This design comes from an exercise in tuning for small area and a short achievable clock period on the open sky130 flow, not from production work. In this exercise RTL edits were held to simulation tests only and were not proved equivalent to the original. Power and IR drop assume default switching activity.

--- flow/design.v ---
module param_register_bank_ctl (
    input  logic valid_i,     
    input  logic en_i,        
    input  logic incdec_i,    
    input  logic dec_i,       
    input  logic shift_i,     
    input  logic r0_i,        
    output logic sel_z_o,     
    output logic sel_s_o,     
    output logic sel_f_o,     
    output logic sel_b_o,     
    output logic wrap0_o      
);
    logic idv;
    assign idv     = en_i & valid_i & incdec_i;
    assign sel_z_o = en_i & (~valid_i | ~(incdec_i | shift_i));
    assign sel_s_o = en_i & valid_i & shift_i;
    assign sel_f_o = idv & (r0_i ^ dec_i);
    assign sel_b_o = idv & ~(r0_i ^ dec_i);
    assign wrap0_o = en_i & ~valid_i & incdec_i & dec_i;
endmodule
module param_register_bank_carry #(
    parameter int W = 32
) (
    input  logic [W-1:0] r_i,
    output logic [W:0]   u_o
);
    always_comb begin
        u_o[0] = 1'b1;
        u_o[1] = 1'b1;
        for (int i = 1; i < W; i++) u_o[i+1] = u_o[i] & ~(r_i[i] ^ r_i[i-1]);
    end
endmodule
module param_register_bank_bits #(
    parameter int W = 32
) (
    input  logic [W-1:0] r_i,
    input  logic [W-1:0] u_i,
    input  logic         sel_z_i,
    input  logic         sel_s_i,
    input  logic         sel_f_i,
    input  logic         sel_b_i,
    input  logic [W-1:0] zval_i,      
    output logic [W-1:0] d_o
);
    always_comb begin
        for (int i = 0; i < W; i++) begin
            if (sel_z_i || (sel_s_i && i < 8))
                d_o[i] = zval_i[i];
            else if (sel_s_i)
                d_o[i] = r_i[(i >= 8) ? i - 8 : 0];
            else if (i == 0)
                d_o[i] = r_i[i] ^ (sel_f_i | sel_b_i);
            else
                d_o[i] = r_i[i] ^ (sel_f_i & u_i[i]);
        end
    end
endmodule
module param_register_bank_hit #(
    parameter int N = 16,
    parameter int S = 5
) (
    input  logic [S-1:0] sel_i,
    output logic [N-1:0] hit_o
);
    always_comb begin
        for (int k = 0; k < N; k++) hit_o[k] = (sel_i == S'(k));
    end
endmodule
module param_register_bank_aoi22 #(
    parameter int W = 32
) (
    input  logic [W-1:0] a0_i,
    input  logic [W-1:0] b0_i,
    input  logic [W-1:0] a1_i,
    input  logic [W-1:0] b1_i,
    output logic [W-1:0] y_o
);
    assign y_o = ~((a0_i & b0_i) | (a1_i & b1_i));
endmodule
module param_register_bank_nand2 #(
    parameter int W = 32
) (
    input  logic [W-1:0] a_i,
    input  logic [W-1:0] b_i,
    output logic [W-1:0] y_o
);
    assign y_o = ~(a_i & b_i);
endmodule
module param_register_bank_nor2 #(
    parameter int W = 32
) (
    input  logic [W-1:0] a_i,
    input  logic [W-1:0] b_i,
    output logic [W-1:0] y_o
);
    assign y_o = ~(a_i | b_i);
endmodule
module param_register_bank_mux #(
    parameter int W = 32
) (
    input  logic [16*W-1:0] d_i,     
    input  logic [15:0]     hit_i,
    output logic [W-1:0]    q_o
);
    logic [W-1:0] t [8];    
    logic [W-1:0] s [4];    
    logic [W-1:0] v [2];    
    for (genvar j = 0; j < 8; j++) begin : g_t
        param_register_bank_aoi22 #(.W(W)) u_aoi (
            .a0_i({W{hit_i[2*j]}}), .b0_i(d_i[2*j*W+:W]),
            .a1_i({W{hit_i[2*j+1]}}), .b1_i(d_i[(2*j+1)*W+:W]), .y_o(t[j])
        );
    end
    for (genvar m = 0; m < 4; m++) begin : g_s
        param_register_bank_nand2 #(.W(W)) u_nand (.a_i(t[2*m]), .b_i(t[2*m+1]), .y_o(s[m]));
    end
    for (genvar n = 0; n < 2; n++) begin : g_v
        param_register_bank_nor2 #(.W(W)) u_nor (.a_i(s[2*n]), .b_i(s[2*n+1]), .y_o(v[n]));
    end
    param_register_bank_nand2 #(.W(W)) u_out (.a_i(v[0]), .b_i(v[1]), .y_o(q_o));
endmodule
module param_register_bank_selreg #(
    parameter int N = 16
) (
    input  logic         clk_i,
    input  logic         rst_i,
    input  logic [N-1:0] d_i,
    output logic [N-1:0] q_o
);
    always_ff @(posedge clk_i or posedge rst_i) begin
        if (rst_i) q_o <= '0;
        else       q_o <= d_i;
    end
endmodule
module param_register_bank #(
    parameter int unsigned DATA_WIDTH = 32,
    parameter int unsigned NUM_REGS   = 16,
    parameter int unsigned SEL_WIDTH  = 5,
    parameter int unsigned OUT_REG    = 1,
    parameter int unsigned SATURATE   = 0
) (
    input  logic                  clk_i,
    input  logic                  rst_i,
    input  logic [DATA_WIDTH-1:0] data_i,
    input  logic [NUM_REGS-1:0]   reg_sel_i,
    input  logic [2:0]            fun_sel_i,
    input  logic [SEL_WIDTH-1:0]  out_a_sel_i,
    input  logic [SEL_WIDTH-1:0]  out_b_sel_i,
    output logic [DATA_WIDTH-1:0] out_a_o,
    output logic [DATA_WIDTH-1:0] out_b_o,
    output logic [NUM_REGS-1:0]   valid_mask_o,
    output logic                  wrap_pulse_o
);
    localparam int W = DATA_WIDTH;
    localparam int N = NUM_REGS;
    logic [W-1:0]   regs_q [N];    
    logic [N*W-1:0] regs_flat;     
    logic [N-1:0]   mask_q;        
    logic [N-1:0]   valid;         
    logic [N-1:0]   en;            
    logic [N-1:0]   wrap_hit;
    logic           wrap_q;
    logic op_dec, op_incdec, op_shift;
    assign op_incdec = (fun_sel_i[2:1] == 2'b00);
    assign op_dec    = ~fun_sel_i[0];
    assign op_shift  = (fun_sel_i == 3'b110);
    logic [W-1:0] zval;
    always_comb begin
        unique case (fun_sel_i)
            3'b000: zval = '1;
            3'b001: zval = W'(1);
            3'b010: zval = data_i;
            3'b011: zval = '0;
            3'b100: zval = W'(data_i[7:0]);
            3'b101: zval = W'(data_i[15:0]);
            3'b110: zval = W'(data_i[7:0]);
            3'b111: zval = W'($signed(data_i[15:0]));
        endcase
    end
    for (genvar k = 0; k < N; k++) begin : g_reg
        logic         sel_z, sel_s, sel_f, sel_b, wrap0;
        logic [W:0]   u;
        logic [W-1:0] d;
        assign valid[k] = mask_q[N-1-k];
        assign en[k]    = reg_sel_i[N-1-k];
        assign regs_flat[k*W+:W] = regs_q[k];
        param_register_bank_ctl u_ctl (
            .valid_i(valid[k]), .en_i(en[k]), .incdec_i(op_incdec), .dec_i(op_dec),
            .shift_i(op_shift), .r0_i(regs_q[k][0]), .sel_z_o(sel_z), .sel_s_o(sel_s),
            .sel_f_o(sel_f), .sel_b_o(sel_b), .wrap0_o(wrap0)
        );
        param_register_bank_carry #(.W(W)) u_carry (.r_i(regs_q[k]), .u_o(u));
        param_register_bank_bits #(.W(W)) u_bits (
            .r_i(regs_q[k]), .u_i(u[W-1:0]), .sel_z_i(sel_z), .sel_s_i(sel_s),
            .sel_f_i(sel_f), .sel_b_i(sel_b), .zval_i(zval), .d_o(d)
        );
        assign wrap_hit[k] = (sel_f & u[W]) | wrap0;
        always_ff @(posedge clk_i) regs_q[k] <= d;
    end
    logic [N-1:0] hit_a, hit_b, rd_a_d, rd_b_d, rd_a_lo, rd_a_hi, rd_b_lo, rd_b_hi;
    logic [W-1:0] out_a_lo, out_a_hi, out_b_lo, out_b_hi;
    param_register_bank_hit #(.N(N), .S(SEL_WIDTH)) u_hit_a (.sel_i(out_a_sel_i), .hit_o(hit_a));
    param_register_bank_hit #(.N(N), .S(SEL_WIDTH)) u_hit_b (.sel_i(out_b_sel_i), .hit_o(hit_b));
    assign rd_a_d = hit_a & (valid | en);
    assign rd_b_d = hit_b & (valid | en);
    param_register_bank_selreg #(.N(N)) u_sel_a_lo (.clk_i, .rst_i, .d_i(rd_a_d), .q_o(rd_a_lo));
    param_register_bank_selreg #(.N(N)) u_sel_a_hi (.clk_i, .rst_i, .d_i(rd_a_d), .q_o(rd_a_hi));
    param_register_bank_selreg #(.N(N)) u_sel_b_lo (.clk_i, .rst_i, .d_i(rd_b_d), .q_o(rd_b_lo));
    param_register_bank_selreg #(.N(N)) u_sel_b_hi (.clk_i, .rst_i, .d_i(rd_b_d), .q_o(rd_b_hi));
    always_ff @(posedge clk_i or posedge rst_i) begin
        if (rst_i) begin
            mask_q <= '0;
            wrap_q <= 1'b0;
        end else begin
            mask_q <= mask_q | reg_sel_i;
            wrap_q <= |wrap_hit;
        end
    end
    param_register_bank_mux #(.W(W)) u_mux_a_lo (.d_i(regs_flat), .hit_i(rd_a_lo), .q_o(out_a_lo));
    param_register_bank_mux #(.W(W)) u_mux_a_hi (.d_i(regs_flat), .hit_i(rd_a_hi), .q_o(out_a_hi));
    param_register_bank_mux #(.W(W)) u_mux_b_lo (.d_i(regs_flat), .hit_i(rd_b_lo), .q_o(out_b_lo));
    param_register_bank_mux #(.W(W)) u_mux_b_hi (.d_i(regs_flat), .hit_i(rd_b_hi), .q_o(out_b_hi));
    assign out_a_o = {out_a_hi[W-1:W/2], out_a_lo[W/2-1:0]};
    assign out_b_o = {out_b_hi[W-1:W/2], out_b_lo[W/2-1:0]};
    assign valid_mask_o = mask_q;
    assign wrap_pulse_o = wrap_q;
endmodule
--- flow/flow/run.sh ---
#!/bin/bash
# Layout flow: the standard ORFS flow (standard.sh) in two calls with extra don't-use cells.
# - Synthesis also avoids the logic cells above drive strength 1 (dont_use_synth.txt), so
#   that the netlist starts small and the repair steps upsize only what timing needs.
# - Port buffers are buf_4 rather than the smallest buffer.
# - Every step avoids the slow wide OR/NOR and delay cells; dont_use.txt lists the
#   platform's own don't-use cells followed by the added ones.
# make's full output goes to flow_synth.log and flow_make.log; each ORFS step keeps its own
# log under orfs/logs/.
set -euo pipefail
here="$(cd "$(dirname "${BASH_SOURCE[0]}")" && pwd)"
dont_use="$(tr '\n' ' ' < "$here/dont_use.txt")"
dont_use_synth="$dont_use $(tr '\n' ' ' < "$here/dont_use_synth.txt")"
bash standard.sh "DONT_USE_CELLS=$dont_use_synth" synth > flow_synth.log 2>&1
bash standard.sh "DONT_USE_CELLS=$dont_use" "BUFFER_PORTS_ARGS=-buffer_cell sky130_fd_sc_hd__buf_4" finish > flow_make.log 2>&1
--- flow/flow/dont_use.txt ---
sky130_fd_sc_hd__lpflow_bleeder_1
sky130_fd_sc_hd__lpflow_clkbufkapwr_1
sky130_fd_sc_hd__lpflow_clkbufkapwr_16
sky130_fd_sc_hd__lpflow_clkbufkapwr_2
sky130_fd_sc_hd__lpflow_clkbufkapwr_4
sky130_fd_sc_hd__lpflow_clkbufkapwr_8
sky130_fd_sc_hd__lpflow_clkinvkapwr_1
sky130_fd_sc_hd__lpflow_clkinvkapwr_16
sky130_fd_sc_hd__lpflow_clkinvkapwr_2
sky130_fd_sc_hd__lpflow_clkinvkapwr_4
sky130_fd_sc_hd__lpflow_clkinvkapwr_8
sky130_fd_sc_hd__lpflow_decapkapwr_12
sky130_fd_sc_hd__lpflow_decapkapwr_3
sky130_fd_sc_hd__lpflow_decapkapwr_4
sky130_fd_sc_hd__lpflow_decapkapwr_6
sky130_fd_sc_hd__lpflow_decapkapwr_8
sky130_fd_sc_hd__lpflow_inputiso0n_1
sky130_fd_sc_hd__lpflow_inputiso0p_1
sky130_fd_sc_hd__lpflow_inputiso1n_1
sky130_fd_sc_hd__lpflow_inputiso1p_1
sky130_fd_sc_hd__lpflow_inputisolatch_1
sky130_fd_sc_hd__lpflow_isobufsrc_1
sky130_fd_sc_hd__lpflow_isobufsrc_16
sky130_fd_sc_hd__lpflow_isobufsrc_2
sky130_fd_sc_hd__lpflow_isobufsrc_4
sky130_fd_sc_hd__lpflow_isobufsrc_8
sky130_fd_sc_hd__lpflow_isobufsrckapwr_16
sky130_fd_sc_hd__lpflow_lsbuf_lh_hl_isowell_tap_1
sky130_fd_sc_hd__lpflow_lsbuf_lh_hl_isowell_tap_2
sky130_fd_sc_hd__lpflow_lsbuf_lh_hl_isowell_tap_4
sky130_fd_sc_hd__lpflow_lsbuf_lh_isowell_4
sky130_fd_sc_hd__lpflow_lsbuf_lh_isowell_tap_1
sky130_fd_sc_hd__lpflow_lsbuf_lh_isowell_tap_2
sky130_fd_sc_hd__lpflow_lsbuf_lh_isowell_tap_4
sky130_fd_sc_hd__probe_p_8
sky130_fd_sc_hd__probec_p_8
sky130_fd_sc_hd__a2111o_1
sky130_fd_sc_hd__a2111o_2
sky130_fd_sc_hd__a2111o_4
sky130_fd_sc_hd__a2111oi_0
sky130_fd_sc_hd__a2111oi_1
sky130_fd_sc_hd__a2111oi_2
sky130_fd_sc_hd__a2111oi_4
sky130_fd_sc_hd__clkdlybuf4s15_1
sky130_fd_sc_hd__clkdlybuf4s15_2
sky130_fd_sc_hd__clkdlybuf4s18_1
sky130_fd_sc_hd__clkdlybuf4s18_2
sky130_fd_sc_hd__clkdlybuf4s25_1
sky130_fd_sc_hd__clkdlybuf4s25_2
sky130_fd_sc_hd__clkdlybuf4s50_1
sky130_fd_sc_hd__clkdlybuf4s50_2
sky130_fd_sc_hd__dlygate4sd1_1
sky130_fd_sc_hd__dlygate4sd2_1
sky130_fd_sc_hd__dlygate4sd3_1
sky130_fd_sc_hd__dlymetal6s2s_1
sky130_fd_sc_hd__dlymetal6s4s_1
sky130_fd_sc_hd__dlymetal6s6s_1
sky130_fd_sc_hd__nor4_1
sky130_fd_sc_hd__nor4_2
sky130_fd_sc_hd__nor4_4
sky130_fd_sc_hd__nor4b_1
sky130_fd_sc_hd__nor4b_2
sky130_fd_sc_hd__nor4b_4
sky130_fd_sc_hd__nor4bb_1
sky130_fd_sc_hd__nor4bb_2
sky130_fd_sc_hd__nor4bb_4
sky130_fd_sc_hd__o2111a_1
sky130_fd_sc_hd__o2111a_2
sky130_fd_sc_hd__o2111a_4
sky130_fd_sc_hd__o2111ai_1
sky130_fd_sc_hd__o2111ai_2
sky130_fd_sc_hd__o2111ai_4
sky130_fd_sc_hd__or3_1
sky130_fd_sc_hd__or3_2
sky130_fd_sc_hd__or3_4
sky130_fd_sc_hd__or3b_1
sky130_fd_sc_hd__or3b_2
sky130_fd_sc_hd__or3b_4
sky130_fd_sc_hd__or4_1
sky130_fd_sc_hd__or4_2
sky130_fd_sc_hd__or4_4
sky130_fd_sc_hd__or4b_1
sky130_fd_sc_hd__or4b_2
sky130_fd_sc_hd__or4b_4
sky130_fd_sc_hd__or4bb_1
sky130_fd_sc_hd__or4bb_2
sky130_fd_sc_hd__or4bb_4
--- flow/flow/dont_use_synth.txt ---
sky130_fd_sc_hd__a2111o_2
sky130_fd_sc_hd__a2111o_4
sky130_fd_sc_hd__a2111oi_2
sky130_fd_sc_hd__a2111oi_4
sky130_fd_sc_hd__a211o_2
sky130_fd_sc_hd__a211o_4
sky130_fd_sc_hd__a211oi_2
sky130_fd_sc_hd__a211oi_4
sky130_fd_sc_hd__a21bo_2
sky130_fd_sc_hd__a21bo_4
sky130_fd_sc_hd__a21boi_2
sky130_fd_sc_hd__a21boi_4
sky130_fd_sc_hd__a21o_2
sky130_fd_sc_hd__a21o_4
sky130_fd_sc_hd__a21oi_2
sky130_fd_sc_hd__a21oi_4
sky130_fd_sc_hd__a221o_2
sky130_fd_sc_hd__a221o_4
sky130_fd_sc_hd__a221oi_2
sky130_fd_sc_hd__a221oi_4
sky130_fd_sc_hd__a22o_2
sky130_fd_sc_hd__a22o_4
sky130_fd_sc_hd__a22oi_2
sky130_fd_sc_hd__a22oi_4
sky130_fd_sc_hd__a2bb2o_2
sky130_fd_sc_hd__a2bb2o_4
sky130_fd_sc_hd__a2bb2oi_2
sky130_fd_sc_hd__a2bb2oi_4
sky130_fd_sc_hd__a311o_2
sky130_fd_sc_hd__a311o_4
sky130_fd_sc_hd__a311oi_2
sky130_fd_sc_hd__a311oi_4
sky130_fd_sc_hd__a31o_2
sky130_fd_sc_hd__a31o_4
sky130_fd_sc_hd__a31oi_2
sky130_fd_sc_hd__a31oi_4
sky130_fd_sc_hd__a32o_2
sky130_fd_sc_hd__a32o_4
sky130_fd_sc_hd__a32oi_2
sky130_fd_sc_hd__a32oi_4
sky130_fd_sc_hd__a41o_2
sky130_fd_sc_hd__a41o_4
sky130_fd_sc_hd__a41oi_2
sky130_fd_sc_hd__a41oi_4
sky130_fd_sc_hd__and2_2
sky130_fd_sc_hd__and2_4
sky130_fd_sc_hd__and2b_2
sky130_fd_sc_hd__and2b_4
sky130_fd_sc_hd__and3_2
sky130_fd_sc_hd__and3_4
sky130_fd_sc_hd__and3b_2
sky130_fd_sc_hd__and3b_4
sky130_fd_sc_hd__and4_2
sky130_fd_sc_hd__and4_4
sky130_fd_sc_hd__and4b_2
sky130_fd_sc_hd__and4b_4
sky130_fd_sc_hd__and4bb_2
sky130_fd_sc_hd__and4bb_4
sky130_fd_sc_hd__bufbuf_16
sky130_fd_sc_hd__bufbuf_8
sky130_fd_sc_hd__bufinv_16
sky130_fd_sc_hd__bufinv_8
sky130_fd_sc_hd__fa_2
sky130_fd_sc_hd__fa_4
sky130_fd_sc_hd__ha_2
sky130_fd_sc_hd__ha_4
sky130_fd_sc_hd__inv_12
sky130_fd_sc_hd__inv_16
sky130_fd_sc_hd__inv_2
sky130_fd_sc_hd__inv_4
sky130_fd_sc_hd__inv_6
sky130_fd_sc_hd__inv_8
sky130_fd_sc_hd__maj3_2
sky130_fd_sc_hd__maj3_4
sky130_fd_sc_hd__mux2_2
sky130_fd_sc_hd__mux2_4
sky130_fd_sc_hd__mux2_8
sky130_fd_sc_hd__mux2i_2
sky130_fd_sc_hd__mux2i_4
sky130_fd_sc_hd__mux4_2
sky130_fd_sc_hd__mux4_4
sky130_fd_sc_hd__nand2_2
sky130_fd_sc_hd__nand2_4
sky130_fd_sc_hd__nand2_8
sky130_fd_sc_hd__nand2b_2
sky130_fd_sc_hd__nand2b_4
sky130_fd_sc_hd__nand3_2
sky130_fd_sc_hd__nand3_4
sky130_fd_sc_hd__nand3b_2
sky130_fd_sc_hd__nand3b_4
sky130_fd_sc_hd__nand4_2
sky130_fd_sc_hd__nand4_4
sky130_fd_sc_hd__nand4b_2
sky130_fd_sc_hd__nand4b_4
sky130_fd_sc_hd__nand4bb_2
sky130_fd_sc_hd__nand4bb_4
sky130_fd_sc_hd__nor2_2
sky130_fd_sc_hd__nor2_4
sky130_fd_sc_hd__nor2_8
sky130_fd_sc_hd__nor2b_2
sky130_fd_sc_hd__nor2b_4
sky130_fd_sc_hd__nor3_2
sky130_fd_sc_hd__nor3_4
sky130_fd_sc_hd__nor3b_2
sky130_fd_sc_hd__nor3b_4
sky130_fd_sc_hd__nor4_2
sky130_fd_sc_hd__nor4_4
sky130_fd_sc_hd__nor4b_2
sky130_fd_sc_hd__nor4b_4
sky130_fd_sc_hd__nor4bb_2
sky130_fd_sc_hd__nor4bb_4
sky130_fd_sc_hd__o2111a_2
sky130_fd_sc_hd__o2111a_4
sky130_fd_sc_hd__o2111ai_2
sky130_fd_sc_hd__o2111ai_4
sky130_fd_sc_hd__o211a_2
sky130_fd_sc_hd__o211a_4
sky130_fd_sc_hd__o211ai_2
sky130_fd_sc_hd__o211ai_4
sky130_fd_sc_hd__o21a_2
sky130_fd_sc_hd__o21a_4
sky130_fd_sc_hd__o21ai_2
sky130_fd_sc_hd__o21ai_4
sky130_fd_sc_hd__o21ba_2
sky130_fd_sc_hd__o21ba_4
sky130_fd_sc_hd__o21bai_2
sky130_fd_sc_hd__o21bai_4
sky130_fd_sc_hd__o221a_2
sky130_fd_sc_hd__o221a_4
sky130_fd_sc_hd__o221ai_2
sky130_fd_sc_hd__o221ai_4
sky130_fd_sc_hd__o22a_2
sky130_fd_sc_hd__o22a_4
sky130_fd_sc_hd__o22ai_2
sky130_fd_sc_hd__o22ai_4
sky130_fd_sc_hd__o2bb2a_2
sky130_fd_sc_hd__o2bb2a_4
sky130_fd_sc_hd__o2bb2ai_2
sky130_fd_sc_hd__o2bb2ai_4
sky130_fd_sc_hd__o311a_2
sky130_fd_sc_hd__o311a_4
sky130_fd_sc_hd__o311ai_2
sky130_fd_sc_hd__o311ai_4
sky130_fd_sc_hd__o31a_2
sky130_fd_sc_hd__o31a_4
sky130_fd_sc_hd__o31ai_2
sky130_fd_sc_hd__o31ai_4
sky130_fd_sc_hd__o32a_2
sky130_fd_sc_hd__o32a_4
sky130_fd_sc_hd__o32ai_2
sky130_fd_sc_hd__o32ai_4
sky130_fd_sc_hd__o41a_2
sky130_fd_sc_hd__o41a_4
sky130_fd_sc_hd__o41ai_2
sky130_fd_sc_hd__o41ai_4
sky130_fd_sc_hd__or2_2
sky130_fd_sc_hd__or2_4
sky130_fd_sc_hd__or2b_2
sky130_fd_sc_hd__or2b_4
sky130_fd_sc_hd__or3_2
sky130_fd_sc_hd__or3_4
sky130_fd_sc_hd__or3b_2
sky130_fd_sc_hd__or3b_4
sky130_fd_sc_hd__or4_2
sky130_fd_sc_hd__or4_4
sky130_fd_sc_hd__or4b_2
sky130_fd_sc_hd__or4b_4
sky130_fd_sc_hd__or4bb_2
sky130_fd_sc_hd__or4bb_4
sky130_fd_sc_hd__sedfxbp_2
sky130_fd_sc_hd__sedfxtp_2
sky130_fd_sc_hd__sedfxtp_4
sky130_fd_sc_hd__xnor2_2
sky130_fd_sc_hd__xnor2_4
sky130_fd_sc_hd__xnor3_2
sky130_fd_sc_hd__xnor3_4
sky130_fd_sc_hd__xor2_2
sky130_fd_sc_hd__xor2_4
sky130_fd_sc_hd__xor3_2
sky130_fd_sc_hd__xor3_4
--- flow/standard.sh ---
#!/bin/bash
# synth_recipe.tcl (not shown) runs the flow's synth.tcl, then flattens the netlist and writes it again
# the make line also repeats each setting of config.mk as NAME=value (left out here)
make -C /OpenROAD-flow-scripts/flow DESIGN_CONFIG=/design/flow/config.mk WORK_HOME=/design/flow/orfs CLKGATE_MAP_FILE= SYNTH_SCRIPT=/design/flow/synth_recipe.tcl "${@:-finish}"
--- flow/config.mk ---
export PLATFORM = sky130hd
export DESIGN_NAME = param_register_bank
export DESIGN_NICKNAME = param_register_bank
export VERILOG_FILES = /design/flow/design.v
export SDC_FILE = /design/flow/constraint.sdc
export NUM_CORES = 4
export LEC_CHECK = 0
export CAP_MARGIN = 20
export CORE_MARGIN = 2
export CORE_UTILIZATION = 65
export PLACE_DENSITY = 0.8
export SETUP_SLACK_MARGIN = 3.0
export SLEW_MARGIN = 20
export SYNTH_HIERARCHICAL = 1
export TNS_END_PERCENT = 5
--- flow/constraint.sdc ---
create_clock -name core_clock -period 6.0 [get_ports {clk_i}]
set_input_delay 1.2000 -clock core_clock [delete_from_list [all_inputs] [get_ports {clk_i}]]
set_output_delay 1.2000 -clock core_clock [all_outputs]
set_load 0.01 [all_outputs]
==> impl_summary.txt, run 1 <==
----------------------------------------------------
[Setup path]
  Type of the worst setup path ... reg2out
  Arrival @ worst endpoint ... approximately 2300 ps
  Critical R2R Launch ... regs_q[4][0]
  Number of cells traversed by the worst register-to-register path ... 8
  Worst setup path end ... out_a_o[25]
  Library cell contributing the largest single delay on the critical path ... sky130_fd_sc_hd__dfrtp_4
  Capture point of the worst reg-to-reg path ... regs_q[4][29]
  Cells traversed along the worst timing path ... buf_4 > a22oi_1 > nand2_2 > nor2_4 > nand2_4 > buf_6
  Worst setup path start ... u_sel_a_hi.q_o[6]
  Sort of element at the start of the critical path ... flop
  Setup slack, reg-to-reg ... ~2700 ps
  Required time at the endpoint of the critical path ... between 4000 and 5000 ps
  Longest individual stage delay on the worst path ... 470 ps
  Critical path capture point type ... output port
  Maximum fanout along the worst path ... 7

[Status]
  Run status ... finished clean

[Synthesis]
  Post-synth net total ... a little over 6000
  Number of warning messages in the yosys log ... 17
  Post-Synthesis Mean Instance Area ... about 7.4 µm²
  Cell count after synthesis ... about 6000
  Total standard cell area after synthesis ... between 40000 and 50000 µm²

[STA]
  Setup Viol. Count Final ... 0
  Final critical delay including setup and external delays ... 3530 ps
  Period utilization ... 58.8%
  Relative slew slack ... between 7 and 8%
  Final sum of negative setup slack ... 0 ps
  Worst setup skew after layout ... roughly 27 ps
  Max Slew Vio Count ... 0
  Fmax achieved ... between 200 and 300 MHz
  Setup repair after global routing missed its margin ... yes
  Worst slew pin tran ... 1390 ps
  Count of final hold-check violations ... 0

[Finish]
  Area growth, synth to finish ... 11.7%
  Area of the multi-input gates ... between 30000 and 40000 µm²
  Final instance count without filler cells ... a little over 7000
  Layout net count ... roughly 6000
  # fillers ... roughly 5500
  Share of layout cells above drive strength 1 ... 11.6%
  Sequential cell area in the final layout ... roughly 12000 µm²

[Pwr]
  Part of the total power dissipated in the clock network ... between 30% and 40%
  Internal cell power ... roughly 8.9 mW
  Comb power frac ... about a quarter
  Share of total power consumed by net switching ... around two fifths
  PD cells ... approximately 300 nW/µm²
  Peak ir drop on the vdd network ... roughly 0.24 mV
  Leak pwr ... 19.1 nW
  NetSw ... 6.06 mW
  Relative contribution of sequential cells to total power ... 44.1%

[Detailed routing]
  Average wire per standard cell ... 28.1 µm
  DR pass1 iterations ... 9
  DRC Markers ... 0
  Detailed Route Iter0 Violations ... just under 9000
  Via count normalized by instance count ... 7.14
  Total vias in the final route ... roughly 50000
  Top routing layer used ... met5
  Number of routed nets with antenna violations ... 0
  Amount of wire on met3 after detailed routing ... ~36000 µm
  Met2 wirelength from detailed routing ... between 70000 and 80000 µm
  Sum of routed wire length over all layers ... about 200000 µm
  Met1 Routed Length ... 67900 µm

[Clocking]
  Total CTS buffers ... 70
  Clock transition time at the flip-flop clock pins of the worst setup and hold paths ... roughly 60 ps
  Deepest clock path buffer count ... 3
  TritonCTS clock tree ... built
  Clock sink count ... about 590
  Clock latency reported for the late side of the worst-skew pair ... around 640 ps
  CTS H-Tree Depth ... 3
  Clock Root Buffer ... sky130_fd_sc_hd__clkbuf_16

[Placement]
  HPWL Detailed ... ~140000 µm
  Final RePlAce weighted congestion ... 1.14
  Cell total after placement ... 6816
  Total of buffers placed on input and output ports ... 143

[Die]
  Overall die height ... between 200 and 300 µm
  Die W ... between 200 and 300 µm
  Site row count ... 95
  I/O pin count ... ~140
  Total Die Area ... around 70000 µm²
  Core region area ... about 67000 µm²
  Starting density of the core ... between 60% and 70%

[GRT]
  Number of global-route vias before repair ... 43600
  Global-route wire length before repair ... 283000 µm
  Antenna violations before repair ... 9
  Pin count of the biggest net entering global routing ... 40
  Overall Global Routing Usage ... 53.5%
  GRT overflow ... 0

[Run]
  Number of maximum-capacitance violations ... 0

[Hold path]
  Classification of the worst-slack hold path ... reg2reg

----------------------------------------------------
## state kept, by name, summed over array words and instances, names as in the netlist
signal / cells
u_sel_b_lo.q_o: 16
u_sel_a_lo.q_o: 16
u_sel_a_hi.q_o: 16
regs_q: 512
wrap_q: 1
u_sel_b_hi.q_o: 16
mask_q: 16
## layout make-up
class / instances / area share [%]
Multi-Input combinational cell: 5011 / 62.5
Tap cell: 873 / 2.22
Timing Repair inverter: 2 / 0.0203
Antenna cell: 7 / 0.0356
Clock inverter: 26 / 0.663
Sequential cell: 593 / 25.1
Inverter: 121 / 0.945
Clock buffer: 102 / 4.22
Timing Repair Buffer: 302 / 4.27
## through the flow
stage	hold slack, ps	cell area, µm²	util, %	power [mW]	setup WS (ps)
floorplan	526	44100	-	8.42	3060
global placement	580	44800	66.6	9.82	1590
detailed placement	589	44800	66.7	9.94	1480
CTS	596	48500	72.2	14.6	2690
global route	638	49200	73.3	15.4	2540
finish	611	49300	73.4	15.0	2470
## worst min-delay path by stage
| stage | slack (ps) | from | cells after the start | endpoint |
|---|---|---|---|---|
| final | 610 | regs_q[10][22] | 2 | regs_q[10][30] |
| after global routing | 640 | regs_q[7][10] | 2 | regs_q[7][18] |
| after CTS | 600 | regs_q[10][22] | 2 | regs_q[10][30] |
| after detailed placement | 590 | regs_q[10][22] | 2 | regs_q[10][30] |
| after global placement | 580 | regs_q[0][22] | 2 | regs_q[0][30] |
| after floorplan | 530 | regs_q[11][19] | 2 | regs_q[11][27] |
## critical path, delay by kind of cell, from the launching register on
kind                   cells  cell delay, ps
AND/OR/NAND/NOR            3             580
buffers and inverters      2             340
flip-flops                 1             470
AO/OA/AOI/OAI              1             290
## repair_timing
item	in CTS	in global routing
setup endpoints to repair	576	554
buffers inserted	15	66
pin swaps	83	51
resized for setup	359	107
hold buffers	0	0
gates cloned	5	0
## power groups by stage
stage / registers [mW] / logic, mW / clock network, mW
floorplan: 5.80 / 2.62 / 0
global placement: 6.49 / 3.34 / 0
detailed placement: 6.52 / 3.42 / 0
CTS: 6.46 / 3.58 / 4.53
global route: 6.66 / 4.05 / 4.69
finish: 6.62 / 3.82 / 4.57
## placed cells by master, fill, tap and decap left out, types with 129 or more instances in the layout
cell	n
sky130_fd_sc_hd__nand2_1	976
sky130_fd_sc_hd__a21oi_1	560
sky130_fd_sc_hd__xor2_1	528
sky130_fd_sc_hd__dfxtp_1	509
sky130_fd_sc_hd__a22oi_1	483
sky130_fd_sc_hd__nor2_1	464
sky130_fd_sc_hd__o22ai_1	368
sky130_fd_sc_hd__nand3_1	161
sky130_fd_sc_hd__xnor2_1	159
sky130_fd_sc_hd__and2_1	145
sky130_fd_sc_hd__buf_4	143
sky130_fd_sc_hd__and4_1	132
sky130_fd_sc_hd__nand4_1	129
## layer usage
layer / global-route usage (%) / vias up
met4: 37.0 / 14
met3: 22.7 / 952
met5: 1.32 / -
li1: - / 21800
met1: 67.8 / 23400
met2: 72.9 / 4072
==> run 2: changes to the inputs <==
--- a/flow/config.mk
+++ b/flow/config.mk
@@ -9,4 +9,4 @@
 export CORE_MARGIN = 2
-export CORE_UTILIZATION = 65
-export PLACE_DENSITY = 0.8
+export CORE_UTILIZATION = 55
+export PLACE_DENSITY = 0.7
 export SETUP_SLACK_MARGIN = 3.0
==> impl_summary.txt, run 2 <==
----------------------------------------------------
[Finish]
  Commonest non-fill, non-tap cells in the layout ... 958 x sky130_fd_sc_hd__nand2_1, 560 x sky130_fd_sc_hd__a21oi_1, 528 x sky130_fd_sc_hd__xor2_1 (was 976 x sky130_fd_sc_hd__nand2_1, 560 x sky130_fd_sc_hd__a21oi_1, 528 x sky130_fd_sc_hd__xor2_1)
  Largest Register ... regs_q (unchanged)
  Area of the multi-input gates ... 30800 µm² (about the same)
  # fillers ... 7402 (was 5455)
  Share of the core filled with cells in the final layout ... 62.5% (was 73.4%)
  Sequential cell area in the final layout ... 12400 µm² (about the same)
  Final instance count without filler cells ... 7224 (was 7037)
  Area growth, synth to finish ... 12.1% (was 11.7%)
  Number of flip-flops in the largest register ... 512 (unchanged)
  Layout net count ... 6175 (was 6164)
  Most common cell after layout, fill and taps aside ... sky130_fd_sc_hd__nand2_1 (unchanged)
  Share of layout cells above drive strength 1 ... 12.2% (was 11.6%)
  Non-Filler Cell Area, Final ... 49400 µm² (was 49300 µm²)

[Detailed routing]
  DR pass1 iterations ... 11 (was 9)
  Average wire per standard cell ... 27.4 µm (was 28.1 µm)
  Detailed Route Iter0 Violations ... 7559 (was 8889)
  Sum of routed wire length over all layers ... 198000 µm (about the same)
  DRC Markers ... 0 (unchanged)
  Via count normalized by instance count ... 6.77 (was 7.14)
  Number of routed nets with antenna violations ... 0 (unchanged)
  Total vias in the final route ... 48900 (was 50200)

[Placement]
  Total of buffers placed on input and output ports ... 143 (unchanged)
  Post-detailed-placement cell area ... 45100 µm² (was 44800 µm²)
  Post-Place Worst Slack ... 1630 ps (was 1480 ps)
  HPWL Detailed ... 138000 µm (was 135000 µm)
  Cell total after placement ... 7007 (was 6816)
  Final RePlAce weighted congestion ... 1.15 (was 1.14)

[STA]
  Final critical delay including setup and external delays ... 3510 ps (was 3530 ps)
  Count of final hold-check violations ... 0 (unchanged)
  Setup repair after global routing missed its margin ... yes (unchanged)
  Period utilization ... 58.4% (was 58.8%)
  Setup slack of the critical path after layout ... 2490 ps (was 2470 ps)
  Fmax achieved ... 285 MHz (was 283 MHz)
  Final sum of negative setup slack ... 0 ps (unchanged)
  Max Slew Vio Count ... 0 (unchanged)
  Worst slew pin tran ... 1270 ps (was 1390 ps)
  Min Hold Slack ... 589 ps (was 611 ps)
  Relative slew slack ... 15.4% (was 7.15%)
  Setup Viol. Count Final ... 0 (unchanged)
  Worst setup skew after layout ... 23.3 ps (was 26.5 ps)

[Pwr]
  Pwr Total ... 14.9 mW (was 15.0 mW)
  PD cells ... 300 nW/µm² (was 305 nW/µm²)
  Leak pwr ... 19.1 nW (about the same)
  Peak ir drop on the vdd network ... 0.226 mV (was 0.245 mV)

[Setup path]
  Crit-path most repeated cell ... sky130_fd_sc_hd__nand2_2
  Longest individual stage delay on the worst path ... 480 ps (was 470 ps)
  Setup slack, reg-to-reg ... 2740 ps (was 2690 ps)
  Required time at the endpoint of the critical path ... 4800 ps (about the same)
  Critical path capture point type ... output port (unchanged)
  Sort of element at the start of the critical path ... flop (unchanged)
  Library cell contributing the largest single delay on the critical path ... sky130_fd_sc_hd__dfrtp_4 (unchanged)
  Arrival @ worst endpoint ... 2310 ps (was 2330 ps)
  Type of the worst setup path ... reg2out (unchanged)
  Maximum fanout along the worst path ... 7 (unchanged)
  Cells traversed along the worst timing path ... buf_8 > a22oi_2 > nand2_2 > nor2_4 > nand2_2 > buf_4 (was buf_4 > a22oi_1 > nand2_2 > nor2_4 > nand2_4 > buf_6)

[Synthesis]
  Number of warning messages in the yosys log ... 17 (unchanged)
  Total standard cell area after synthesis ... 44100 µm² (unchanged)
  Cell count after synthesis ... 5987 (unchanged)
  Post-Synthesis Mean Instance Area ... 7.37 µm² (unchanged)
  Post-synth net total ... 6050 (unchanged)

[Run]
  Number of maximum-capacitance violations ... 0 (unchanged)

[Clocking]
  Clock Root Buffer ... sky130_fd_sc_hd__clkbuf_16 (unchanged)
  Deepest clock path buffer count ... 3 (unchanged)
  TritonCTS clock tree ... built (unchanged)
  Total CTS buffers ... 71 (was 70)
  CTS H-Tree Depth ... 3 (unchanged)
  Clock sink count ... 593 (unchanged)
  Clock latency reported for the late side of the worst-skew pair ... 640 ps (about the same)
  Hold buffer count at cts ... 0 (unchanged)
  Clock transition time at the flip-flop clock pins of the worst setup and hold paths ... 50 ps (was 60 ps)

[GRT]
  Pin count of the biggest net entering global routing ... 39 (was 40)
  Global-route wire length before repair ... 284000 µm (was 283000 µm)
  GRT overflow ... 0 (unchanged)
  Number of global-route vias before repair ... 42700 (was 43600)
  Overall Global Routing Usage ... 46.2% (was 53.5%)
  Antenna violations before repair ... 12 (was 9)

[Status]
  Run status ... finished clean (unchanged)

[Die]
  Die W ... 287 µm (was 264 µm)
  Starting density of the core ... 55.7% (was 65.7%)
  I/O pin count ... 144 (unchanged)
  Core region area ... 79100 µm² (was 67200 µm²)
  Overall die height ... 287 µm (was 264 µm)
  Site row count ... 103 (was 95)
  Total Die Area ... 82500 µm² (was 69900 µm²)

[Hold path]
  Classification of the worst-slack hold path ... reg2reg (unchanged)

----------------------------------------------------
## run 2: final cells by class
| cell class | instances | share of cell area [%] |
|---|---|---|
| multi-input cells | 5010 | 62.2 |
| clock inverters | 21 | 0.491 |
| clock buffers | 105 | 4.33 |
| repair inverters | 1 | 0.0101 |
| well taps | 1050 | 2.66 |
| repair buffers | 314 | 4.27 |
| flip-flops and latches | 593 | 25.0 |
| inverters | 121 | 0.944 |
| diodes | 9 | 0.0456 |
## run 2: critical path: cells and delay by family, from the launching register on
family / cells / cell delay, ps
compound gates: 1 / 200
buf+inv: 2 / 320
simple gates: 3 / 660
flops: 1 / 480
## run 2: worst paths after layout
path                                        start                 to  depth (start not counted)
worst min-delay path               regs_q[11][18]     regs_q[11][26]                          2
worst max-delay path            u_sel_a_hi.q_o[4]        out_a_o[22]                          6
worst max register to register       regs_q[1][0]             wrap_q                          8
min in group asynchronous                   rst_i  u_sel_b_hi.q_o[5]                          2
worst min register to register     regs_q[11][18]     regs_q[11][26]                          2
max in group asynchronous                   rst_i  u_sel_b_lo.q_o[1]                          2
## run 2: power breakdown
part	switching [mW]	internal, mW	leakage [nW]
registers	1.92	4.63	5.26
clock network	1.89	2.68	1.18
logic	2.14	1.59	12.6
## run 2: metal layers
layer / routed length [µm] / part of all wire [%] / track usage [%]
met4: 16900 / 8.5 / 31.8
met5: 186 / 0.094 / 1.16
met1: 72400 / 37 / 58.1
met2: 79400 / 40 / 64.8
met3: 28900 / 15 / 17.3
## run 2: timing repair
action / CTS / global route
resized for setup: 415 / 24
pin swaps: 115 / 12
endpoints found under the setup margin: 574 / 564
gates cloned: 2 / 1
setup buffers: 48 / 31
==> run 3: changes to the inputs <==
--- a/flow/config.mk
+++ b/flow/config.mk
@@ -14,2 +14,2 @@
 export SYNTH_HIERARCHICAL = 1
-export TNS_END_PERCENT = 5
+export TNS_END_PERCENT = 10
==> impl_summary.txt, run 3 <==
----------------------------------------------------
[Finish]
  # fillers ... 7411 (was 7402)
  Final instance count without filler cells ... 7232 (was 7224)
  Area growth, synth to finish ... 12.5% (was 12.1%)
  Most common cell after layout, fill and taps aside ... sky130_fd_sc_hd__nand2_1 (unchanged)
  Commonest non-fill, non-tap cells in the layout ... 948 x sky130_fd_sc_hd__nand2_1, 560 x sky130_fd_sc_hd__a21oi_1, 528 x sky130_fd_sc_hd__xor2_1 (was 958 x sky130_fd_sc_hd__nand2_1, 560 x sky130_fd_sc_hd__a21oi_1, 528 x sky130_fd_sc_hd__xor2_1)
  Largest Register ... regs_q (unchanged)
  Number of flip-flops in the largest register ... 512 (unchanged)
  Layout net count ... 6178 (was 6175)
  Non-Filler Cell Area, Final ... 49600 µm² (was 49400 µm²)
  Share of layout cells above drive strength 1 ... 12.8% (was 12.2%)

[Clocking]
  TritonCTS clock tree ... built (unchanged)
  Clock latency reported for the late side of the worst-skew pair ... 630 ps (was 640 ps)
  Clock sink count ... 593 (unchanged)
  Hold buffer count at cts ... 0 (unchanged)
  Clock transition time at the flip-flop clock pins of the worst setup and hold paths ... 60 ps (was 50 ps)
  Clock Root Buffer ... sky130_fd_sc_hd__clkbuf_16 (unchanged)
  Deepest clock path buffer count ... 3 (unchanged)
  Total CTS buffers ... 71 (unchanged)
  CTS H-Tree Depth ... 3 (unchanged)

[STA]
  Final sum of negative setup slack ... 0 ps (unchanged)
  Fmax achieved ... 286 MHz (was 285 MHz)
  Min Hold Slack ... 596 ps (was 589 ps)
  Relative slew slack ... 14.1% (was 15.4%)
  Setup Viol. Count Final ... 0 (unchanged)
  Setup repair after global routing missed its margin ... yes (unchanged)
  Final critical delay including setup and external delays ... 3490 ps (was 3510 ps)
  Max Slew Vio Count ... 0 (unchanged)
  Count of final hold-check violations ... 0 (unchanged)
  Worst slew pin tran ... 1290 ps (was 1270 ps)
  Period utilization ... 58.2% (was 58.4%)
  Setup slack of the critical path after layout ... 2510 ps (was 2490 ps)
  Worst setup skew after layout ... 24.4 ps (was 23.3 ps)

[Die]
  I/O pin count ... 144 (unchanged)
  Starting density of the core ... 55.7% (unchanged)
  Total Die Area ... 82500 µm² (unchanged)
  Overall die height ... 287 µm (unchanged)
  Core region area ... 79100 µm² (unchanged)
  Die W ... 287 µm (unchanged)
  Site row count ... 103 (unchanged)

[GRT]
  GRT overflow ... 0 (unchanged)
  Pin count of the biggest net entering global routing ... 39 (unchanged)
  Global-route wire length before repair ... 284000 µm (about the same)
  Number of global-route vias before repair ... 42700 (about the same)
  Overall Global Routing Usage ... 46.2% (about the same)
  Antenna violations before repair ... 14 (was 12)

[Placement]
  Cell total after placement ... 7007 (unchanged)
  Final RePlAce weighted congestion ... 1.15 (unchanged)
  Post-detailed-placement cell area ... 45100 µm² (unchanged)
  HPWL Detailed ... 138000 µm (unchanged)
  Total of buffers placed on input and output ports ... 143 (unchanged)
  Post-Place Worst Slack ... 1630 ps (unchanged)

[Detailed routing]
  Via count normalized by instance count ... 6.80 (was 6.77)
  Sum of routed wire length over all layers ... 198000 µm (about the same)
  Number of routed nets with antenna violations ... 0 (unchanged)
  Total vias in the final route ... 49200 (was 48900)
  Average wire per standard cell ... 27.4 µm (about the same)
  DR pass1 iterations ... 10 (was 11)
  DRC Markers ... 0 (unchanged)
  Detailed Route Iter0 Violations ... 7650 (was 7559)

[Setup path]
  Sort of element at the start of the critical path ... flop (unchanged)
  Arrival @ worst endpoint ... 2290 ps (was 2310 ps)
  Maximum fanout along the worst path ... 16 (was 7)
  Type of the worst setup path ... reg2out (unchanged)
  Critical path capture point type ... output port (unchanged)
  Required time at the endpoint of the critical path ... 4800 ps (about the same)

[Run]
  Number of maximum-capacitance violations ... 0 (unchanged)

[Pwr]
  PD cells ... 300 nW/µm² (about the same)
  Leak pwr ... 19.1 nW (about the same)
  Peak ir drop on the vdd network ... 0.227 mV (was 0.226 mV)

[Synthesis]
  Number of warning messages in the yosys log ... 17 (unchanged)
  Post-Synthesis Mean Instance Area ... 7.37 µm² (unchanged)
  Cell count after synthesis ... 5987 (unchanged)
  Post-synth net total ... 6050 (unchanged)
  Total standard cell area after synthesis ... 44100 µm² (unchanged)

[Hold path]
  Classification of the worst-slack hold path ... reg2reg (unchanged)

[Status]
  Run status ... finished clean (unchanged)

----------------------------------------------------
[run 3: per-stage QoR]
step | power [mW] | utilization (%)
after global placement | 9.82 | 56.9
after floorplan | 8.42 | -
after detailed placement | 9.91 | 57.0
final | 14.9 | 62.7
after CTS | 14.6 | 62.2
after global routing | 15.4 | 62.7
[run 3: path summary, 6_finish.rpt]
check	from	slack, ps	endpoint	cells after the start
worst min-delay path	regs_q[7][14]	600	regs_q[7][22]	2
worst max register to register	regs_q[3][0]	2770	regs_q[3][30]	8
max in group asynchronous	rst_i	4550	u_sel_b_lo.q_o[3]	2
worst min register to register	regs_q[7][14]	600	regs_q[7][22]	2
min in group asynchronous	rst_i	790	u_sel_b_hi.q_o[5]	2
worst max-delay path	u_sel_a_hi.q_o[7]	2510	out_a_o[20]	5
[run 3: area by class of cell]
class,instances,area [µm²],share of cell area (%)
multi-input combinational,5011,30900,62.2
sequential,593,12400,25.0
timing repair buffer,316,2160,4.36
clock buffer,105,2140,4.31
tap,1050,1310,2.65
inverter,121,472,0.951
clock inverter,21,243,0.489
antenna,14,35.0,0.0706
timing repair inverter,1,7.51,0.0151
[run 3: power by group]
group | internal [mW] | switching (mW) | total (mW)
Combinational | 1.60 | 2.16 | 3.76
Sequential | 4.64 | 1.92 | 6.55
Clock | 2.68 | 1.88 | 4.56
[run 3: routing by layer]
layer | global-route usage [%] | part of all wire (%)
met1 | 58.1 | 37
met5 | 1.16 | 0.088
met3 | 17.5 | 15
met2 | 64.8 | 40
met4 | 31.9 | 8.6
[run 3: repair_timing]
| action | 4_1_cts | 5_1_grt |
|---|---|---|
| gates cloned | 2 | 2 |
| pin swaps | 137 | 10 |
| gates resized for setup | 442 | 60 |
| setup endpoints to repair | 574 | 562 |
| setup buffers | 51 | 30 |
[run 3: worst max-delay path: stages (launching register included)]
cell                      delay (ps)
sky130_fd_sc_hd__dfrtp_2         570
sky130_fd_sc_hd__a22oi_1         270
sky130_fd_sc_hd__nand2_2         160
sky130_fd_sc_hd__nor2_4          340
sky130_fd_sc_hd__nand2_2         140
sky130_fd_sc_hd__buf_4           170
==> run 4: changes to the inputs <==
--- a/flow/design.v
+++ b/flow/design.v
@@ -200,4 +200,4 @@
     end
-    logic [N-1:0] hit_a, hit_b, rd_a_d, rd_b_d, rd_a_lo, rd_a_hi, rd_b_lo, rd_b_hi;
-    logic [W-1:0] out_a_lo, out_a_hi, out_b_lo, out_b_hi;
+    localparam int Q = W / 4;
+    logic [N-1:0] hit_a, hit_b, rd_a_d, rd_b_d;
     param_register_bank_hit #(.N(N), .S(SEL_WIDTH)) u_hit_a (.sel_i(out_a_sel_i), .hit_o(hit_a));
@@ -206,6 +206,13 @@
     assign rd_b_d = hit_b & (valid | en);
-    param_register_bank_selreg #(.N(N)) u_sel_a_lo (.clk_i, .rst_i, .d_i(rd_a_d), .q_o(rd_a_lo));
-    param_register_bank_selreg #(.N(N)) u_sel_a_hi (.clk_i, .rst_i, .d_i(rd_a_d), .q_o(rd_a_hi));
-    param_register_bank_selreg #(.N(N)) u_sel_b_lo (.clk_i, .rst_i, .d_i(rd_b_d), .q_o(rd_b_lo));
-    param_register_bank_selreg #(.N(N)) u_sel_b_hi (.clk_i, .rst_i, .d_i(rd_b_d), .q_o(rd_b_hi));
+    for (genvar q = 0; q < 4; q++) begin : g_quarter
+        logic [N*Q-1:0] d;    
+        logic [N-1:0]   rd_a, rd_b;
+        for (genvar k = 0; k < N; k++) begin : g_d
+            assign d[k*Q+:Q] = regs_q[k][q*Q+:Q];
+        end
+        param_register_bank_selreg #(.N(N)) u_sel_a (.clk_i, .rst_i, .d_i(rd_a_d), .q_o(rd_a));
+        param_register_bank_selreg #(.N(N)) u_sel_b (.clk_i, .rst_i, .d_i(rd_b_d), .q_o(rd_b));
+        param_register_bank_mux #(.W(Q)) u_mux_a (.d_i(d), .hit_i(rd_a), .q_o(out_a_o[q*Q+:Q]));
+        param_register_bank_mux #(.W(Q)) u_mux_b (.d_i(d), .hit_i(rd_b), .q_o(out_b_o[q*Q+:Q]));
+    end
     always_ff @(posedge clk_i or posedge rst_i) begin
@@ -219,8 +226,2 @@
     end
-    param_register_bank_mux #(.W(W)) u_mux_a_lo (.d_i(regs_flat), .hit_i(rd_a_lo), .q_o(out_a_lo));
-    param_register_bank_mux #(.W(W)) u_mux_a_hi (.d_i(regs_flat), .hit_i(rd_a_hi), .q_o(out_a_hi));
-    param_register_bank_mux #(.W(W)) u_mux_b_lo (.d_i(regs_flat), .hit_i(rd_b_lo), .q_o(out_b_lo));
-    param_register_bank_mux #(.W(W)) u_mux_b_hi (.d_i(regs_flat), .hit_i(rd_b_hi), .q_o(out_b_hi));
-    assign out_a_o = {out_a_hi[W-1:W/2], out_a_lo[W/2-1:0]};
-    assign out_b_o = {out_b_hi[W-1:W/2], out_b_lo[W/2-1:0]};
     assign valid_mask_o = mask_q;
--- a/flow/config.mk
+++ b/flow/config.mk
@@ -14,2 +14,2 @@
 export SYNTH_HIERARCHICAL = 1
-export TNS_END_PERCENT = 10
+export TNS_END_PERCENT = 5
==> impl_summary.txt, run 4 <==
----------------------------------------------------
[Placement]
  HPWL Detailed ... 148000 µm (was 138000 µm)
  Final RePlAce weighted congestion ... 1.09 (was 1.15)
  Total of buffers placed on input and output ports ... 143 (unchanged)
  Post-Place Worst Slack ... 1840 ps (was 1630 ps)

[Detailed routing]
  Sum of routed wire length over all layers ... 206000 µm (was 198000 µm)
  Via count normalized by instance count ... 6.77 (was 6.80)
  Detailed Route Iter0 Violations ... 7172 (was 7650)
  DRC Markers ... 0 (unchanged)
  Average wire per standard cell ... 28.2 µm (was 27.4 µm)
  Total vias in the final route ... 49400 (was 49200)
  Number of routed nets with antenna violations ... 0 (unchanged)
  DR pass1 iterations ... 9 (was 10)

[Pwr]
  Peak ir drop on the vdd network ... 0.243 mV (was 0.227 mV)
  PD cells ... 304 nW/µm² (was 300 nW/µm²)
  Pwr Total ... 15.6 mW (was 14.9 mW)
  Leak pwr ... 20.0 nW (was 19.1 nW)

[Synthesis]
  Post-synth net total ... 6118 (was 6050)
  Post-Synthesis Mean Instance Area ... 7.55 µm² (was 7.37 µm²)
  Total standard cell area after synthesis ... 45700 µm² (was 44100 µm²)
  Number of warning messages in the yosys log ... 17 (unchanged)
  Cell count after synthesis ... 6055 (was 5987)

[Clocking]
  Clock Root Buffer ... sky130_fd_sc_hd__clkbuf_16 (unchanged)
  Clock transition time at the flip-flop clock pins of the worst setup and hold paths ... 60 ps (about the same)
  Clock latency reported for the late side of the worst-skew pair ... 650 ps (was 630 ps)
  Clock sink count ... 657 (was 593)
  CTS H-Tree Depth ... 3 (unchanged)
  Hold buffer count at cts ... 0 (unchanged)
  TritonCTS clock tree ... built (unchanged)
  Deepest clock path buffer count ... 3 (unchanged)
  Total CTS buffers ... 77 (was 71)

[Finish]
  Share of the core filled with cells in the final layout ... 62.5% (was 62.7%)
  Largest Register ... regs_q (unchanged)
  Commonest non-fill, non-tap cells in the layout ... 945 x sky130_fd_sc_hd__nand2_1, 560 x sky130_fd_sc_hd__a21oi_1, 528 x sky130_fd_sc_hd__xor2_1 (was 948 x sky130_fd_sc_hd__nand2_1, 560 x sky130_fd_sc_hd__a21oi_1, 528 x sky130_fd_sc_hd__xor2_1)
  Share of layout cells above drive strength 1 ... 13.4% (was 12.8%)
  Number of flip-flops in the largest register ... 512 (unchanged)
  Largest regs ... regs_q: 512 flops, g_quarter.u_sel_a.q_o: 64 flops, g_quarter.u_sel_b.q_o: 64 flops
  Most common cell after layout, fill and taps aside ... sky130_fd_sc_hd__nand2_1 (unchanged)
  Area growth, synth to finish ... 12.5% (about the same)
  Layout net count ... 6221 (was 6178)

[GRT]
  Global-route track usage on met2 ... 65.0% (was 64.8%)
  Overall Global Routing Usage ... 46.4% (was 46.2%)
  Antenna violations before repair ... 16 (was 14)
  Number of global-route vias before repair ... 43600 (was 42700)
  Global-route wire length before repair ... 295000 µm (was 284000 µm)
  Met3 global-route usage ... 14.7% (was 17.5%)
  Met1 track demand over resource in global routing ... 61.1% (was 58.1%)
  Pin count of the biggest net entering global routing ... 45 (was 39)
  Top Usage Layer GRT ... met2 (unchanged)
  GRT overflow ... 0 (unchanged)

[STA]
  Worst setup skew after layout ... 24.9 ps (was 24.4 ps)
  Relative slew slack ... 9.62% (was 14.1%)
  Final critical delay including setup and external delays ... 3390 ps (was 3490 ps)
  Final sum of negative setup slack ... 0 ps (unchanged)
  Max Slew Vio Count ... 0 (unchanged)
  Setup slack of the critical path after layout ... 2610 ps (was 2510 ps)
  Setup Viol. Count Final ... 0 (unchanged)
  Setup repair after global routing missed its margin ... yes (unchanged)
  Period utilization ... 56.5% (was 58.2%)
  Worst slew pin tran ... 1350 ps (was 1290 ps)
  Count of final hold-check violations ... 0 (unchanged)
  Fmax achieved ... 295 MHz (was 286 MHz)

[Setup path]
  Library cell contributing the largest single delay on the critical path ... sky130_fd_sc_hd__a21o_2 (was sky130_fd_sc_hd__dfrtp_2)
  Required time at the endpoint of the critical path ... 6560 ps (was 4800 ps)
  Type of the worst setup path ... in2reg (was reg2out)
  Cells traversed along the worst timing path ... buf_4 > nand2_1 > o2bb2ai_2 > a21o_2 > o22ai_1 > a21oi_1 (was a22oi_1 > nand2_2 > nor2_4 > nand2_2 > buf_4)
  Sort of element at the start of the critical path ... input port (was flop)
  Critical path capture point type ... flop (was output port)
  Longest individual stage delay on the worst path ... 970 ps (was 570 ps)
  Number of buffers and inverters on the critical path ... 1 (unchanged)
  Arrival @ worst endpoint ... 3950 ps (was 2290 ps)
  Crit-path leading delay family ... compound AO/OA/AOI/OAI gates (was simple AND/OR/NAND/NOR gates)
  Maximum fanout along the worst path ... 16 (unchanged)

[Die]
  Core region area ... 82200 µm² (was 79100 µm²)
  I/O pin count ... 144 (unchanged)
  Die W ... 292 µm (was 287 µm)
  Site row count ... 105 (was 103)
  Overall die height ... 292 µm (was 287 µm)
  Starting density of the core ... 55.6% (was 55.7%)
  Total Die Area ... 85400 µm² (was 82500 µm²)

[Run]
  Number of maximum-capacitance violations ... 0 (unchanged)

[Status]
  Run status ... finished clean (unchanged)

[Hold path]
  Classification of the worst-slack hold path ... reg2reg (unchanged)

----------------------------------------------------
run 4: layout make-up:
cell class	count	area, µm²
Clock inverter	19	174
Fill cell	7648	30800
Sequential cell	657	14000
Tap cell	1070	1340
Timing Repair inverter	1	5.00
Antenna cell	9	22.5
Clock buffer	123	2330
Multi-Input combinational cell	5009	31200
Inverter	125	475
Timing Repair Buffer	287	1930
run 4: repair_timing:
action / 4_1_cts / 5_1_grt
endpoints found under the setup margin: 574 / 576
gates resized for setup: 487 / 61
pin swaps: 122 / 12
hold endpoints to repair: 0 / 0
buffers inserted: 16 / 25
gates cloned: 1 / 1
run 4: metal layers:
layer / wire, µm / vias up / share of wire [%]
li1: - / 22000 / -
met1: 77500 / 23300 / 38
met2: 82100 / 3433 / 40
met3: 29600 / 728 / 14
met4: 16600 / 18 / 8.1
met5: 123 / - / 0.060
run 4: power by group:
group	switching, mW	internal [mW]
Combinational	2.17	1.61
Sequential	2.01	5.08
Clock	2.02	2.76
Total	6.20	9.45
run 4: per-stage QoR:
stage	area, µm²	std cells	hold WS, ps
after detailed placement	46800	7104	585
after global placement	46700	7103	584
final	51400	7300	603
after CTS	51000	7263	591
after global routing	51400	7291	634
after floorplan	45700	6055	526
run 4: final timing paths:
check / from / endpoint / slack, ps / depth (start not counted)
max: fun_sel_i[2] / regs_q[9][29] / 2610 / 6
min: regs_q[14][22] / regs_q[14][30] / 600 / 2
min in group asynchronous: rst_i / mask_q[3] / 680 / 2
max in group asynchronous: rst_i / g_quarter[2].u_sel_a.q_o[0] / 3800 / 3
min reg2reg: regs_q[14][22] / regs_q[14][30] / 600 / 2
max reg2reg: regs_q[13][0] / wrap_q / 2820 / 8
run 4: tightest hold or removal path, stage by stage (launching register included):
cell and delay [ps]:
sky130_fd_sc_hd__dfxtp_1 370, sky130_fd_sc_hd__o22ai_1 130, sky130_fd_sc_hd__a21oi_1 50
==> run 5: changes to the inputs <==
--- a/flow/design.v
+++ b/flow/design.v
@@ -21,2 +21,16 @@
 endmodule
+module param_register_bank_and2 (
+    input  logic a_i,
+    input  logic b_i,
+    output logic y_o
+);
+    assign y_o = a_i & b_i;
+endmodule
+module param_register_bank_xnor2 (
+    input  logic a_i,
+    input  logic b_i,
+    output logic y_o
+);
+    assign y_o = ~(a_i ^ b_i);
+endmodule
 module param_register_bank_carry #(
@@ -27,6 +41,23 @@
 );
-    always_comb begin
-        u_o[0] = 1'b1;
-        u_o[1] = 1'b1;
-        for (int i = 1; i < W; i++) u_o[i+1] = u_o[i] & ~(r_i[i] ^ r_i[i-1]);
+    localparam int M = W - 1;         
+    localparam int L = (M > 16) ? 5 : (M > 8) ? 4 : (M > 4) ? 3 : (M > 2) ? 2 : 1;   
+    logic [M-1:0] p [L+1];            
+    for (genvar j = 0; j < M; j++) begin : g_e
+        param_register_bank_xnor2 u_x (.a_i(r_i[j+1]), .b_i(r_i[j]), .y_o(p[0][j]));
+    end
+    for (genvar l = 0; l < L; l++) begin : g_lvl
+        for (genvar j = 0; j < M; j++) begin : g_node
+            if (((j >> l) & 1) == 1) begin : g_and
+                param_register_bank_and2 u_a (
+                    .a_i(p[l][j]), .b_i(p[l][((j >> l) << l) - 1]), .y_o(p[l+1][j])
+                );
+            end else begin : g_pass
+                assign p[l+1][j] = p[l][j];
+            end
+        end
+    end
+    assign u_o[0] = 1'b1;
+    assign u_o[1] = 1'b1;
+    for (genvar i = 2; i <= W; i++) begin : g_u
+        assign u_o[i] = p[L][i-2];
     end
==> impl_summary.txt, run 5 <==
----------------------------------------------------
[Status]
  Run status ... finished clean (unchanged)

[STA]
  Worst setup skew after layout ... 23.7 ps (was 24.9 ps)
  Final sum of negative setup slack ... 0 ps (unchanged)
  Setup Viol. Count Final ... 0 (unchanged)
  Worst slew pin tran ... 1200 ps (was 1350 ps)
  Fmax achieved ... 305 MHz (was 295 MHz)
  Relative slew slack ... 20.2% (was 9.62%)
  Period utilization ... 54.7% (was 56.5%)
  Count of final hold-check violations ... 0 (unchanged)
  Setup repair after global routing missed its margin ... yes (unchanged)
  Final critical delay including setup and external delays ... 3280 ps (was 3390 ps)
  Max Slew Vio Count ... 0 (unchanged)

[Die]
  Total Die Area ... 91700 µm² (was 85400 µm²)
  I/O pin count ... 144 (unchanged)
  Starting density of the core ... 55.6% (about the same)
  Core region area ... 88400 µm² (was 82200 µm²)
  Die W ... 303 µm (was 292 µm)
  Overall die height ... 303 µm (was 292 µm)
  Site row count ... 109 (was 105)

[Pwr]
  Pwr Total ... 16.4 mW (was 15.6 mW)
  Peak ir drop on the vdd network ... 0.201 mV (was 0.243 mV)
  PD cells ... 313 nW/µm² (was 304 nW/µm²)
  Leak pwr ... 20.2 nW (was 20.0 nW)

[Finish]
  Most common cell after layout, fill and taps aside ... sky130_fd_sc_hd__and2_1 (was sky130_fd_sc_hd__nand2_1)
  Largest regs ... regs_q: 512 flops, g_quarter.u_sel_a.q_o: 64 flops, g_quarter.u_sel_b.q_o: 64 flops (unchanged)
  Layout net count ... 6160 (was 6221)
  Commonest non-fill, non-tap cells in the layout ... 1245 x sky130_fd_sc_hd__and2_1, 796 x sky130_fd_sc_hd__nand2_1, 527 x sky130_fd_sc_hd__xnor2_1 (was 945 x sky130_fd_sc_hd__nand2_1, 560 x sky130_fd_sc_hd__a21oi_1, 528 x sky130_fd_sc_hd__xor2_1)
  Largest Register ... regs_q (unchanged)
  Share of layout cells above drive strength 1 ... 10.4% (was 13.4%)
  Number of flip-flops in the largest register ... 512 (unchanged)
  Area growth, synth to finish ... 6.95% (was 12.5%)

[GRT]
  Top Usage Layer GRT ... met1 (was met2)
  Met3 global-route usage ... 12.8% (was 14.7%)
  GRT overflow ... 0 (unchanged)
  Number of global-route vias before repair ... 41100 (was 43600)
  Met1 track demand over resource in global routing ... 57.4% (was 61.1%)
  Global-route track usage on met2 ... 54.0% (was 65.0%)
  Antenna violations before repair ... 15 (was 16)
  Pin count of the biggest net entering global routing ... 40 (was 45)
  Global-route wire length before repair ... 272000 µm (was 295000 µm)
  Overall Global Routing Usage ... 40.0% (was 46.4%)

[Detailed routing]
  Sum of routed wire length over all layers ... 191000 µm (was 206000 µm)
  DRC Markers ... 0 (unchanged)
  Average wire per standard cell ... 26.0 µm (was 28.2 µm)
  Detailed Route Iter0 Violations ... 6863 (was 7172)
  DR pass1 iterations ... 9 (unchanged)
  Number of routed nets with antenna violations ... 0 (unchanged)
  Total vias in the final route ... 46400 (was 49400)
  Via count normalized by instance count ... 6.32 (was 6.77)

[Setup path]
  Type of the worst setup path ... reg2out (was in2reg)
  Required time at the endpoint of the critical path ... 4800 ps (was 6560 ps)
  Maximum fanout along the worst path ... 8 (was 16)
  Arrival @ worst endpoint ... 2080 ps (was 3950 ps)
  Setup slack, reg-to-reg ... 2940 ps (was 2820 ps)
  Critical path capture point type ... output port (was flop)
  Sort of element at the start of the critical path ... flop (was input port)

[Placement]
  Total of buffers placed on input and output ports ... 143 (unchanged)
  Final RePlAce weighted congestion ... 1.05 (was 1.09)
  HPWL Detailed ... 145000 µm (was 148000 µm)

[Clocking]
  Clock transition time at the flip-flop clock pins of the worst setup and hold paths ... 60 ps (about the same)
  Clock Root Buffer ... sky130_fd_sc_hd__clkbuf_16 (unchanged)
  TritonCTS clock tree ... built (unchanged)
  Total CTS buffers ... 77 (unchanged)
  Deepest clock path buffer count ... 3 (unchanged)
  Hold buffer count at cts ... 0 (unchanged)
  CTS H-Tree Depth ... 3 (unchanged)
  Clock latency reported for the late side of the worst-skew pair ... 640 ps (was 650 ps)
  Clock sink count ... 657 (unchanged)

[Synthesis]
  Number of warning messages in the yosys log ... 19 (was 17)
  Post-synth net total ... 6262 (was 6118)
  Cell count after synthesis ... 6199 (was 6055)
  Total standard cell area after synthesis ... 49100 µm² (was 45700 µm²)
  Post-Synthesis Mean Instance Area ... 7.92 µm² (was 7.55 µm²)

[Run]
  Number of maximum-capacitance violations ... 0 (unchanged)

[Hold path]
  Classification of the worst-slack hold path ... reg2reg (unchanged)

----------------------------------------------------
==> run 5: cell types whose count changed in the layout (fill, tap and decap cells not counted), moves of 86 or more <==
cell / previous run / this run
sky130_fd_sc_hd__xnor2_1: 160 / 527
sky130_fd_sc_hd__nand3_1: 161 / 17
sky130_fd_sc_hd__and2_1: 145 / 1245
sky130_fd_sc_hd__nand4_1: 129 / 1
sky130_fd_sc_hd__nand2_1: 945 / 796
sky130_fd_sc_hd__inv_1: 122 / 36
sky130_fd_sc_hd__and3_1: 112 / 16
sky130_fd_sc_hd__and4_1: 132 / 20
sky130_fd_sc_hd__nor2_1: 451 / 202
sky130_fd_sc_hd__nand2_2: 126 / 32
sky130_fd_sc_hd__a22oi_2: 134 / 46
==> run 5: metrics by stage <==
step	hold WS, ps	instance area, µm²	worst slack [ps]	util (%)	std cells
finish	626	52500	2720	59.4	7347
global route	656	52500	2730	59.4	7336
CTS	618	51700	2760	58.5	7306
detailed placement	615	48600	1750	55.0	7143
global placement	618	48600	1860	55.0	7143
floorplan	561	49100	3060	-	6199
==> run 5: path summary, 6_finish.rpt <==
path,from,end,depth (start not counted)
setup / recovery,g_quarter[2].u_sel_b.q_o[0],out_b_o[19],5
hold / removal,regs_q[15][1],regs_q[15][9],2
setup reg to reg,regs_q[3][0],regs_q[3][31],9
hold reg to reg,regs_q[15][1],regs_q[15][9],2
max in group asynchronous,rst_i,g_quarter[0].u_sel_b.q_o[14],2
min in group asynchronous,rst_i,g_quarter[2].u_sel_a.q_o[14],2
==> run 5: cell type report <==
cell class	count	area, µm²
clock inverter	24	229
multi-input combinational	5043	32400
sequential	657	13900
timing repair buffer	269	1810
clock buffer	120	2340
tap	1165	1460
fill	8099	35900
inverter	45	203
timing repair inverter	4	20.0
antenna	20	50.0
==> run 5: power breakdown <==
group | total (mW) | switching (mW) | internal (mW) | leakage, nW
sequential | 6.95 | 1.87 | 5.07 | 6.16
clock | 4.86 | 2.03 | 2.83 | 1.26
combinational | 4.63 | 2.32 | 2.31 | 12.7
==> run 5: what timing repair did <==
action,4_1_cts,5_1_grt
setup endpoints to repair,574,522
resized for setup,101,210
pin swaps,4,42
cloned,3,4
buffers inserted,16,16
==> run 5: critical path: stages (launching register included) <==
cell	delay, ps
sky130_fd_sc_hd__dfrtp_2	470
sky130_fd_sc_hd__a22oi_1	230
sky130_fd_sc_hd__nand2_1	180
sky130_fd_sc_hd__nor2_2	210
sky130_fd_sc_hd__nand2_1	170
sky130_fd_sc_hd__buf_4	190
==> run 5: metal layers <==
| layer | part of all wire (%) | vias up |
|---|---|---|
| li1 | - | 20700 |
| met1 | 41 | 21900 |
| met2 | 39 | 3257 |
| met3 | 15 | 511 |
| met4 | 5.0 | 2 |
| met5 | 0.0058 | - |

[re-timing with driven ports]
No port has a modelled driver above. Below, the same layouts with a new extraction and two added sets of constraints.
Step 1 assumes that a clkbuf_16 drives the clock port and a buf_2 every other input.
Step 2 moves the port delays by t, midway between the first and last clock arrival at a register: inputs arrive t later, outputs are due t later. That takes back most of the time a late clock gives input paths.
Three values: no drivers, after step 1, after step 2; two values: the first two.
run	t (ns)	setup slack, ns	worst setup path at the end	worst register clock-pin slew, ns
run 1	0.698	2.469 / 2.397 / 1.857	input to register	0.07 / 0.07
run 2	0.697	2.493 / 2.422 / 2.023	input to register	0.07 / 0.07
run 3	0.695	2.508 / 2.437 / 2.109	input to register	0.06 / 0.06
run 4	0.714	2.609 / 2.572 / 1.943	input to register	0.06 / 0.06
run 5	0.689	2.717 / 2.652 / 2.217	input to register	0.07 / 0.07
After both steps setup and hold are still met in every run listed. For run 4, which loses most, drivers alone change the setup slack by -0.037 ns; drivers and shift together by -0.666 ns.
